Context: an optimization exercise on an open-source flow, tuned for small area. The choices shown serve that exercise and are no tape-out recipe. At most, simulation tests tie the RTL to the original design; equivalence was not proved.

// conv_top
module conv_top
#(
    parameter int IMG_BITS = 6    
) (
    input  wire               clk,
    input  wire               rst,
    input  wire               ready,
    input  wire [19:0]        idata,
    input  wire [19:0]        cdata_rd,
    output logic              busy,
    output logic              cwr,
    output logic              crd,
    output logic [11:0]       iaddr,
    output logic [11:0]       caddr_wr,
    output logic [11:0]       caddr_rd,
    output logic [19:0]       cdata_wr,
    output logic [2:0]        csel
);
For scale: roughly 650 cells after synthesis, ~110 I/O pins.
==> module conv_mac, before the edit <==
module conv_mac
#(
    parameter int          ACCW = 25,
    parameter logic [19:0] BC   = '0      
) (
    input  wire        clk,
    input  wire [19:0] x,
    input  wire        en,       
    input  wire        neg,      
    input  wire        bias,     
    input  wire        clr,      
    input  wire        sh,       
    output logic [19:0] res
);
    logic [ACCW-1:0] acc;
    logic [19:0]     xo;
    logic [ACCW-1:0] a, b, s;
    logic [ACCW:0]   c;
    logic            pos, ngx, one;
    assign pos = en & ~neg;      
    assign ngx = en &  neg;      
    assign one = ~en & neg;      
    assign xo  = (x & {20{pos}}) | (~x & {20{ngx}}) | {20{one}} | (BC & {20{bias}});
    always_comb begin
        for (int i = 0; i < ACCW; i++) begin
            a[i] = acc[i];
            b[i] = (i < 20) ? xo[i] : xo[19];
        end
        c[0] = neg;
        for (int i = 0; i < ACCW; i++) begin
            s[i]   = a[i] ^ b[i] ^ c[i];
            c[i+1] = (a[i] & b[i]) | (c[i] & (a[i] ^ b[i]));
        end
    end
    logic [ACCW-1:0] accn;
    always_ff @(posedge clk) begin
        accn <= ~(clr ? '0 : sh ? {s[ACCW-1], s[ACCW-1:1]} : s);
    end
    assign acc = ~accn;
    assign res = acc[19:0];
endmodule
clock: 12.5 ns
lec_check: 0
abc_area: 1
cap_margin: 20
core_margin: 2
core_utilization: 55
cts_cluster_diameter: 50
cts_cluster_size: 10
slew_margin: 20
standard.sh (not shown) runs the stock make flow with config.mk's settings and CLKGATE_MAP_FILE= SYNTH_SCRIPT=/design/flow/synth_recipe.tcl, a recipe that flattens the netlist after the stock synthesis.
==> flow/flow/run.sh <==
#!/bin/bash
set -euo pipefail
rm -rf scripts_area
cp -r "$FLOW_HOME/scripts" scripts_area
cp flow/abc_area.script scripts_area/abc_area.script
export BUFFER_PORTS_ARGS="-buffer_cell sky130_fd_sc_hd__buf_1"
export CTS_ARGS="-sink_clustering_enable -repair_clock_nets -sink_clustering_size 10 -sink_clustering_max_diameter 50 -dont_use_dummy_load"
bash standard.sh ABC_AREA=1 SCRIPTS_DIR="$PWD/scripts_area" > standard.log 2>&1
==> flow/flow/abc_area.script <==
strash
&get -n
&deepsyn -T 60
&put
dch -f
amap
topo
The first run completed without violations.
Next try:
--- a/flow/design.v
+++ b/flow/design.v
@@ -78,9 +78,7 @@
         end
     end
-    logic [ACCW-1:0] accn;
     always_ff @(posedge clk) begin
-        accn <= ~(clr ? '0 : sh ? {s[ACCW-1], s[ACCW-1:1]} : s);
+        acc <= clr ? '0 : sh ? {s[ACCW-1], s[ACCW-1:1]} : s;
     end
-    assign acc = ~accn;
     assign res = acc[19:0];
 endmodule
Result:
- The changed run passed the timing, DRC and antenna checks
- first-iteration DRC count drops by about 30%
- worst hold slack degrades by 0.040 ns
- global-route usage climbs by 0.41 points
- sequential share of layout area drops by 0.36 points
- critical path depth drops by 1
- die area climbs by about 0.7%
- core utilization climbs by 0.64 points
- worst setup slack improves by 0.022 ns
For the first run of this note, only the layout was checked, not whether the RTL still works.

* * *

v6:
conv_top, a different RTL version from the one above (not shown whole).
Size: roughly 680 cells after synthesis, roughly 75 flip-flops, ~110 I/O pins, about 5500 µm² of cells after synthesis.
==> module conv_mac, before the edit <==
module conv_mac
#(
    parameter int          ACCW = 25,
    parameter logic [19:0] BC   = '0      
) (
    input  wire        clk,
    input  wire [19:0] x,
    input  wire        en,       
    input  wire        neg,      
    input  wire        bias,     
    input  wire        clr,      
    input  wire        sh,       
    output logic [19:0] res
);
    logic [ACCW-1:0] acc;
    logic [19:0]     xo;
    logic [ACCW-1:0] a, b, s;
    logic [ACCW:0]   c;
    logic            pos, ngx, one;
    assign pos = en & ~neg;      
    assign ngx = en &  neg;      
    assign one = ~en & neg;      
    assign xo  = (x & {20{pos}}) | (~x & {20{ngx}}) | {20{one}} | (BC & {20{bias}});
    always_comb begin
        for (int i = 0; i < ACCW; i++) begin
            a[i] = acc[i];
            b[i] = (i < 20) ? xo[i] : xo[19];
        end
        c[0] = neg;
        for (int i = 0; i < ACCW; i++) begin
            s[i]   = a[i] ^ b[i] ^ c[i];
            c[i+1] = (a[i] & b[i]) | (c[i] & (a[i] ^ b[i]));
        end
    end
    always_ff @(posedge clk) begin
        acc <= clr ? '0 : sh ? {s[ACCW-1], s[ACCW-1:1]} : s;
    end
    assign res = acc[19:0];
endmodule
==> module conv_top, before the edit <==
module conv_top
#(
    parameter int IMG_BITS = 6    
) (
    input  wire               clk,
    input  wire               rst,
    input  wire               ready,
    input  wire [19:0]        idata,
    input  wire [19:0]        cdata_rd,
    output logic              busy,
    output logic              cwr,
    output logic              crd,
    output logic [11:0]       iaddr,
    output logic [11:0]       caddr_wr,
    output logic [11:0]       caddr_rd,
    output logic [19:0]       cdata_wr,
    output logic [2:0]        csel
);
    logic [7-1:0]     cyc;        
    logic [11:0]     pix;        
    logic            flag;       
    logic rm, rp, cm, cp, p0, q0, p1, q1;
    logic sh0, sh1, wr, rd, pw, kb, pb, lc;
    logic [8-1:0] rom_a, ctl;
    logic [8-1:0] rom_b;
    logic [7-1:0] cyc_nx;
    conv_rom_a u_rom_a (.c (cyc_nx), .o (rom_a));
    conv_rom_b u_rom_b (.c (cyc), .o (rom_b));
    assign {rm, rp, cm, cp, p0, q0, p1, q1} = ctl;
    assign {sh0, sh1, wr, rd, pw, kb, pb, lc} = rom_b;
    logic [12:0]     pc;         
    logic [11:0]     pix_inc;
    logic [7:0]   cc;         
    logic [7-1:0] cyc_inc;
    always_comb begin
        pc[0] = lc;
        for (int i = 0; i < 12; i++) begin
            pix_inc[i] = pix[i] ^ pc[i];
            pc[i+1]    = pix[i] & pc[i];
        end
        cc[0] = 1'b1;
        for (int i = 0; i < 7; i++) begin
            cyc_inc[i] = cyc[i] ^ cc[i];
            cc[i+1]    = cyc[i] & cc[i];
        end
    end
    always_ff @(posedge clk or posedge rst) begin
        if (rst)
            busy <= 1'b0;
        else if (busy)
            busy <= !(lc && pc[12]);
        else
            busy <= ready;
    end
    assign cyc_nx = (busy && !lc) ? cyc_inc : '0;
    always_ff @(posedge clk) begin
        cyc <= cyc_nx;
        ctl <= ctl_nx;
        pix <= pix_nx;
    end
    logic [11:0] pix_nx;
    logic [5:0]  row_n, col_n;
    logic        rm_n, rp_n, cm_n, cp_n, p0_n, q0_n, p1_n, q1_n, pad_n;
    logic [8-1:0] ctl_nx;
    assign {rm_n, rp_n, cm_n, cp_n, p0_n, q0_n, p1_n, q1_n} = rom_a;
    assign pix_nx = busy ? pix_inc : 12'd0;
    assign row_n  = {pix_nx[11:7], pix_nx[1]};
    assign col_n  = {pix_nx[6:2],  pix_nx[0]};
    assign pad_n  = (rm_n && row_n == 6'd0) || (rp_n && row_n == 6'd63) ||
                    (cm_n && col_n == 6'd0) || (cp_n && col_n == 6'd63);
    assign ctl_nx = {rm_n, rp_n, cm_n, cp_n,
                     p0_n & ~pad_n, q0_n & ~(p0_n & pad_n),
                     p1_n & ~pad_n, q1_n & ~(p1_n & pad_n)};
    logic [5:0] row, col, nrow, ncol;
    logic [6:0] rt, ct;
    assign row = {pix[11:7], pix[1]};
    assign col = {pix[6:2],  pix[0]};
    always_comb begin
        rt[0] = rm | rp;
        ct[0] = cm | cp;
        for (int i = 0; i < 6; i++) begin
            nrow[i]  = row[i] ^ rt[i];
            ncol[i]  = col[i] ^ ct[i];
            rt[i+1]  = rt[i] & (row[i] ^ rm);
            ct[i+1]  = ct[i] & (col[i] ^ cm);
        end
    end
    assign iaddr = {nrow, ncol};
    logic        en0, en1;
    logic [19:0] res0, res1;
    logic nz0, ng0, bs0, nz1, ng1, bs1;
    assign nz0 = p0;
    assign ng0 = p0 & q0;
    assign bs0 = ~p0 & q0;
    assign nz1 = p1;
    assign ng1 = p1 & q1;
    assign bs1 = ~p1 & q1;
    assign en0 = nz0;
    assign en1 = nz1;
    logic clr;
    assign clr = lc | ~busy;    
    conv_mac #(.ACCW(23), .BC(20'h02621)) u_mac0 (
        .clk (clk), .x (idata), .en (en0), .neg (ng0), .bias (bs0),
        .clr (clr), .sh (sh0), .res (res0)
    );
    conv_mac #(.ACCW(23), .BC(20'hEE52B)) u_mac1 (
        .clk (clk), .x (idata), .en (en1), .neg (ng1), .bias (bs1),
        .clr (clr), .sh (sh1), .res (res1)
    );
    logic [18:0] val;
    logic [19:0] gc;             
    logic        k0, k1;
    assign k0  = ~kb & ~res0[19];                    
    assign k1  =  kb & ~res1[19];
    assign val = (res0[18:0] & {19{k0}}) | (res1[18:0] & {19{k1}});
    always_comb begin
        gc[0] = 1'b0;
        for (int i = 0; i < 19; i++)
            gc[i+1] = (val[i] & ~cdata_rd[i]) | (gc[i] & (val[i] | ~cdata_rd[i]));
    end
    always_ff @(posedge clk) begin
        if (rd)
            flag <= gc[19] || (pix[1:0] == 2'd0);    
    end
    assign cwr      = busy && (wr || (pw && flag));
    assign crd      = busy && rd;
    assign csel     = {pb & kb, pb ^ kb, ~kb};
    assign caddr_rd = {2'b00, pix[11:7], pix[6:2]};
    assign caddr_wr = pb ? caddr_rd : {pix[11:7], pix[1], pix[6:2], pix[0]};
    assign cdata_wr = {1'b0, val};
endmodule
export LEC_CHECK = 0
export ABC_AREA = 1
export CAP_MARGIN = 20
export CORE_MARGIN = 2
export CORE_UTILIZATION = 55
export CTS_CLUSTER_DIAMETER = 50
export CTS_CLUSTER_SIZE = 10
export SLEW_MARGIN = 20
create_clock -name core_clock -period 12.5 [get_ports {clk}]
Scripts as last shown in full above: flow/flow/run.sh, flow/flow/abc_area.script
--- input diff v6..v7 ---
--- a/flow/design.v
+++ b/flow/design.v
@@ -76,11 +76,13 @@
             s[i]   = a[i] ^ b[i] ^ c[i];
             c[i+1] = (a[i] & b[i]) | (c[i] & (a[i] ^ b[i]));
         end
     end
+    logic [ACCW-1:0] accn;
     always_ff @(posedge clk) begin
-        acc <= clr ? '0 : sh ? {s[ACCW-1], s[ACCW-1:1]} : s;
+        accn <= ~(clr ? '0 : sh ? {s[ACCW-1], s[ACCW-1:1]} : s);
     end
+    assign acc = ~accn;
     assign res = acc[19:0];
 endmodule
 `default_nettype wire
 `default_nettype none
@@ -367,18 +369,20 @@
     conv_rom_a u_rom_a (.c (cyc_nx), .o (rom_a));
     conv_rom_b u_rom_b (.c (cyc), .o (rom_b));
     assign {rm, rp, cm, cp, p0, q0, p1, q1} = ctl;
     assign {sh0, sh1, wr, rd, pw, kb, pb, lc} = rom_b;
-    logic [12:0]     pc;         
+    logic [9:0]      blk_nx;
+    logic [1:0]      sub_nx;
     logic [11:0]     pix_inc;
+    logic            blk_adv, img_end;
+    assign blk_adv = lc & pix[1] & pix[0];
+    assign img_end = blk_adv & (pix[11:2] == 10'h200);
+    assign sub_nx  = {pix[1] ^ (lc & pix[0]), pix[0] ^ lc};
+    assign blk_nx  = {pix[10:2], ~(pix[11] ^ pix[8]) ^ (pix[10:2] == 9'h1FF)};
+    assign pix_inc = {blk_adv ? blk_nx : pix[11:2], sub_nx};
     logic [7:0]   cc;         
     logic [7-1:0] cyc_inc;
     always_comb begin
-        pc[0] = lc;
-        for (int i = 0; i < 12; i++) begin
-            pix_inc[i] = pix[i] ^ pc[i];
-            pc[i+1]    = pix[i] & pc[i];
-        end
         cc[0] = 1'b1;
         for (int i = 0; i < 7; i++) begin
             cyc_inc[i] = cyc[i] ^ cc[i];
             cc[i+1]    = cyc[i] & cc[i];
@@ -387,33 +391,21 @@
     always_ff @(posedge clk or posedge rst) begin
         if (rst)
             busy <= 1'b0;
         else if (busy)
-            busy <= !(lc && pc[12]);
+            busy <= !img_end;
         else
             busy <= ready;
     end
     assign cyc_nx = (busy && !lc) ? cyc_inc : '0;
     always_ff @(posedge clk) begin
         cyc <= cyc_nx;
-        ctl <= ctl_nx;
-        pix <= pix_nx;
+        ctl <= rom_a;
+        pix <= busy ? pix_inc : 12'd0;
     end
-    logic [11:0] pix_nx;
-    logic [5:0]  row_n, col_n;
-    logic        rm_n, rp_n, cm_n, cp_n, p0_n, q0_n, p1_n, q1_n, pad_n;
-    logic [8-1:0] ctl_nx;
-    assign {rm_n, rp_n, cm_n, cp_n, p0_n, q0_n, p1_n, q1_n} = rom_a;
-    assign pix_nx = busy ? pix_inc : 12'd0;
-    assign row_n  = {pix_nx[11:7], pix_nx[1]};
-    assign col_n  = {pix_nx[6:2],  pix_nx[0]};
-    assign pad_n  = (rm_n && row_n == 6'd0) || (rp_n && row_n == 6'd63) ||
-                    (cm_n && col_n == 6'd0) || (cp_n && col_n == 6'd63);
-    assign ctl_nx = {rm_n, rp_n, cm_n, cp_n,
-                     p0_n & ~pad_n, q0_n & ~(p0_n & pad_n),
-                     p1_n & ~pad_n, q1_n & ~(p1_n & pad_n)};
     logic [5:0] row, col, nrow, ncol;
     logic [6:0] rt, ct;
+    logic       pad;
     assign row = {pix[11:7], pix[1]};
     assign col = {pix[6:2],  pix[0]};
     always_comb begin
         rt[0] = rm | rp;
@@ -424,8 +416,9 @@
             rt[i+1]  = rt[i] & (row[i] ^ rm);
             ct[i+1]  = ct[i] & (col[i] ^ cm);
         end
     end
+    assign pad   = rt[6] | ct[6];    
     assign iaddr = {nrow, ncol};
     logic        en0, en1;
     logic [19:0] res0, res1;
     logic nz0, ng0, bs0, nz1, ng1, bs1;
@@ -434,10 +427,10 @@
     assign bs0 = ~p0 & q0;
     assign nz1 = p1;
     assign ng1 = p1 & q1;
     assign bs1 = ~p1 & q1;
-    assign en0 = nz0;
-    assign en1 = nz1;
+    assign en0 = nz0 & ~pad;
+    assign en1 = nz1 & ~pad;
     logic clr;
     assign clr = lc | ~busy;    
     conv_mac #(.ACCW(23), .BC(20'h02621)) u_mac0 (
         .clk (clk), .x (idata), .en (en0), .neg (ng0), .bias (bs0),
==> comparison <==
v7: depth of the worst register-to-register path 10 above v6. Against v6, first-iteration detailed-routing DRC count in v7 came out better. Delta (v7 minus v6): wire length of the first global-routing pass decreased 4.0%, met2 layer usage reported by global route decreased 0.64 points, cell count decreased about 3.6%.
No functional check of the RTL was part of v6.

## static timing again, ports no longer ideal
No port has a modelled driver above. Below, the same layouts with a new extraction and two added sets of constraints. Step 1, drivers: a clkbuf_16 drives clk and a buf_2 each remaining input, both assumed. Step 2 also shifts input and output timing later by t, the mid clock arrival at the registers, as if the neighbouring blocks saw the same clock. Three values: ideal, step 1, step 2; two values: the first two.
run	t, ns	slack for setup (ns)	latest minus earliest clock arrival (ns)
the first run of note 1	0.381	0.400 / 0.414 / 0.034	0.029 / 0.029
the second run of note 1	0.383	0.422 / 0.436 / 0.053	0.023 / 0.023
v6	0.376	0.363 / 0.374 / -0.002	0.017 / 0.016
v7	0.378	0.388 / 0.396 / 0.018	0.036 / 0.036
Met with ideal ports but missed after step 2: setup timing in v6. The setup slack of v7, which loses most, moves by +0.008 ns with the drivers and by -0.370 ns with both steps.
